From an optimization exercise on the open Yosys and OpenROAD flow, aimed at small area, a short achievable clock period and few clock cycles per item; shortcuts taken in it are not production practice.
Function was checked by simulation only, so behaviour that the tests miss may differ from the original.
Power figures rest on the tool's default switching activity, not on a simulated workload.

## before
==> flow/design.v (excerpt) <==
module grid_mesh_index_generator_unit (
   input  logic                              clock,
   input  logic                              reset,
   input  logic                              req_tvalid,
   output logic                              req_tready,
   input  logic [gmig_pkg::REQ_DATA_W-1:0]   req_tdata,    
   output logic                              rsp_tvalid,
   input  logic                              rsp_tready,
   output logic [gmig_pkg::RSP_DATA_W-1:0]   rsp_tdata,
   output logic [gmig_pkg::RSP_USER_W-1:0]   rsp_tuser,    
   output logic                              rsp_tlast,
   input  logic                              csr_valid,
   output logic                              csr_ready,
   input  logic [gmig_pkg::CSR_INDEX_W-1:0]  csr_index,
   input  gmig_pkg::cfg_type                 csr_wdata
);
Size in the first run: roughly 2900 cells after synthesis, ~0.019 mm2 of cells after synthesis.
Settings: LEC_CHECK=0, ABC_AREA=1, CAP_MARGIN=20, CORE_MARGIN=2, CORE_UTILIZATION=40, PLACE_DENSITY=0.6, SETUP_SLACK_MARGIN=4.5, SLEW_MARGIN=20; clock period 8.0 ns.
run.sh (not shown) runs the stock make flow with config.mk's settings and CLKGATE_MAP_FILE= SYNTH_SCRIPT=/design/flow/synth_recipe.tcl, a recipe that flattens the netlist after the stock synthesis.
before finished all stages; the layout is clean.
Testbench counts of before, summed over its fixed seeds: cycles 23,230, items 23,024.
#### Input delta (after over before)
- changing SETUP_SLACK_MARGIN from 4.5 to 3.5
- removing ABC_AREA (formerly 1)
- setting ABC_CLOCK_PERIOD_IN_PS to 4000 for the first time
Summary — clock skew, after relative to before: lower, by 0.0090 ns.
Taking before over after, the total power ratio works out to 1.10.
Going from before to after, the area of all placed cells without fillers was found to have gone down by 10%.
after gives more clock-cell share of area than before did.
Going from before to after, number of antenna violations at the first check in global routing shrinks by 1.
Of before and after, the run reporting the lower first-pass GRT wire length was after.
Delta (after minus before): synthesized area increased by about 1.8% relative to the old numbers, number of instances in the synthesized netlist decreased by 461 relative to the old numbers.

## exp/maple
grid_mesh_index_generator_unit, a different RTL version from the one above (not shown whole).
Size: ~210 flip-flops, roughly 190 I/O pins.
export LEC_CHECK = 0
export ABC_AREA = 1
export CAP_MARGIN = 20
export CORE_MARGIN = 2
export CORE_UTILIZATION = 40
export CTS_BUF_LIST = sky130_fd_sc_hd__clkbuf_4 sky130_fd_sc_hd__clkbuf_8
export PLACE_DENSITY = 0.6
export SETUP_SLACK_MARGIN = 3.0
export SLEW_MARGIN = 20
export TNS_END_PERCENT = 5
create_clock -name core_clock -period 8.0 [get_ports {clock}]
standard.sh (not shown) runs the stock make flow with config.mk's settings and CLKGATE_MAP_FILE= SYNTH_SCRIPT=/design/flow/synth_recipe.tcl, a recipe that flattens the netlist after the stock synthesis.
==> flow/flow/run.sh <==
#!/bin/bash
# The standard layout, with the port buffers that ORFS inserts made from plain
# buf_1 cells instead of its default pick (a slow delay buffer).
set -euo pipefail
export BUFFER_PORTS_ARGS="-buffer_cell sky130_fd_sc_hd__buf_1"
bash standard.sh finish > standard_flow.log 2>&1
Testbench counts of exp/maple, summed over its fixed seeds: cycles 23,230, items 23,024.
Changes in exp/juniper relative to exp/maple:
==> flow/flow/run.sh <==
#!/bin/bash
# The standard layout, with the port buffers that ORFS inserts made from plain
# buf_2 cells instead of its default pick (a slow delay buffer).
set -euo pipefail
export BUFFER_PORTS_ARGS="-buffer_cell sky130_fd_sc_hd__buf_2"
bash standard.sh finish > standard_flow.log 2>&1
### Flow results
Going from exp/maple to exp/juniper, the overall fraction of global-route tracks in use was found to have gone up by 0.21 points. exp/maple reports its highest-utilization routing layer at the global route stage as met2 while exp/juniper reports met1. In terms of clock skew after layout, exp/juniper and exp/maple differ only marginally. exp/maple → exp/juniper: wire length shows an increase of 0.67%, switching share of total power shows a reduction of 0.20 points.
Inputs modified between exp/juniper and exp/willow:
Settings: SETUP_SLACK_MARGIN changed from 3.0 to 4.0; TNS_END_PERCENT removed (was 5).
Status: number of combinational gates with multiple inputs parity (exp/willow, exp/juniper). [compare] base=exp/juniper new=exp/willow: number of well taps shows no meaningful change, wire length of the first global-routing pass saw an increase, met1 layer wirelength in the final routing saw an increase, final worst-path setup slack dropped 0.11 ns.
### exp/willow -> exp/lagoon
Settings: a change of SETUP_SLACK_MARGIN from 4.0 to 3.0.
Results
exp/lagoon vs exp/willow, critical path endpoint: rsp_tdata[135] vs rsp_tdata[140]
Changes observed in exp/lagoon relative to exp/willow: total power -about 10%; fraction of area in multi-input gates +1.3 points.
exp/lagoon against exp/willow: relative slew slack shows a reduction of 2.9 points, final area shows a reduction of about 14%.
diff inputs: exp/lagoon => exp/yarrow
==> flow/run.sh (new file) <==
#!/bin/bash
# synth_recipe.tcl (not shown) runs the flow's synth.tcl, then flattens the netlist and writes it again
# the make line also repeats each setting of config.mk as NAME=value (left out here)
make -C /OpenROAD-flow-scripts/flow DESIGN_CONFIG=/design/flow/config.mk WORK_HOME=/design/flow/orfs CLKGATE_MAP_FILE= SYNTH_SCRIPT=/design/flow/synth_recipe.tcl finish
removed: flow/flow/run.sh
removed: flow/standard.sh
Results
exp/yarrow | status: complete | timing, DRC, antenna: pass
Looking at total clock buffers created by CTS, exp/yarrow sits 3 above exp/lagoon.
exp/yarrow vs. exp/lagoon: area fraction of clock buffers and clock inverters rose 0.23 points; power after layout rose 6.5%; count of non-CTS buffers in the layout rose 35; final net count rose about 1.3%.
exp/lagoon ended up with rsp_tdata[135] as its endpoint of the worst setup timing path; exp/yarrow ended up with rsp_tdata[90].
Relative to exp/yarrow, the following input files were edited for exp/sierra:
Settings: TNS_END_PERCENT newly set to 5; GPL_TIMING_DRIVEN newly set to 0.
==> flow/flow/run.sh (new file) <==
#!/bin/bash
# The standard layout, with the port buffers that ORFS inserts made from plain
# buf_2 cells instead of its default pick (a slow delay buffer).
set -euo pipefail
export BUFFER_PORTS_ARGS="-buffer_cell sky130_fd_sc_hd__buf_2"
bash standard.sh finish > standard_flow.log 2>&1
==> flow/standard.sh (new file) <==
#!/bin/bash
# synth_recipe.tcl (not shown) runs the flow's synth.tcl, then flattens the netlist and writes it again
# the make line also repeats each setting of config.mk as NAME=value (left out here)
make -C /OpenROAD-flow-scripts/flow DESIGN_CONFIG=/design/flow/config.mk WORK_HOME=/design/flow/orfs CLKGATE_MAP_FILE= SYNTH_SCRIPT=/design/flow/synth_recipe.tcl "${@:-finish}"
removed: flow/run.sh
Notes after the runs:
exp/sierra ended up with more standard cells than exp/yarrow. Delta (exp/sierra minus exp/yarrow): slack of the critical path dropped 0.13 ns, maximum number of pins on one net before global-route repair shrank by about 50%, largest clock skew in the final design has increased, register-to-register slack went down. The more densely filled core belongs to exp/yarrow, not exp/sierra. On total power, exp/sierra does better than exp/yarrow. The post-route met1 wirelength of exp/sierra is higher than that of exp/yarrow. Of exp/sierra and exp/yarrow, exp/sierra shows the lower synthesis-to-finish area growth, with exp/yarrow above it. Looking at number of vias per cell after detailed routing, exp/sierra sits 0.50% below exp/yarrow. Final critical-path share of the clock period in exp/sierra is 1.7 points above exp/yarrow.

## port drivers added, routing unchanged
Ports are ideal in the flow. The routed layouts listed here were re-timed in OpenROAD. Step 1: set_driving_cell puts a clkbuf_16 on clock and a buf_2 on each other input, an assumption about the parent block. Step 2 also shifts input and output timing later by t, the mid clock arrival at the registers, as if the neighbouring blocks saw the same clock. Slacks: no drivers / after step 1 / after step 2; pairs: no drivers / after step 1.
run | shift t [ns] | setup slack, ns | latest minus earliest clock arrival (ns) | slew at the worst register clock pin (ns) | pins driven straight from the clock port
before | 0.636 | 3.113 / 3.052 / 3.106 | 0.023 / 0.024 | 0.06 / 0.06 | 1
after | 0.625 | 2.840 / 2.793 / 2.840 | 0.014 / 0.014 | 0.07 / 0.07 | 1
exp/maple | 0.669 | 2.875 / 2.821 / 2.686 | 0.037 / 0.037 | 0.07 / 0.07 | 1
exp/juniper | 0.653 | 2.967 / 2.915 / 2.810 | 0.038 / 0.038 | 0.07 / 0.07 | 1
exp/willow | 0.681 | 2.855 / 2.801 / 3.282 | 0.046 / 0.046 | 0.07 / 0.07 | 1
exp/lagoon | 0.655 | 3.022 / 2.969 / 2.818 | 0.037 / 0.037 | 0.07 / 0.07 | 1
exp/yarrow | 0.670 | 3.001 / 2.944 / 2.755 | 0.051 / 0.051 | 0.07 / 0.07 | 1
exp/sierra | 0.677 | 2.867 / 2.809 / 2.542 | 0.060 / 0.061 | 0.07 / 0.07 | 1
After both steps every run listed still meets setup and hold. The setup slack of exp/sierra, which loses most, moves by -0.058 ns with the drivers and by -0.325 ns with both steps.
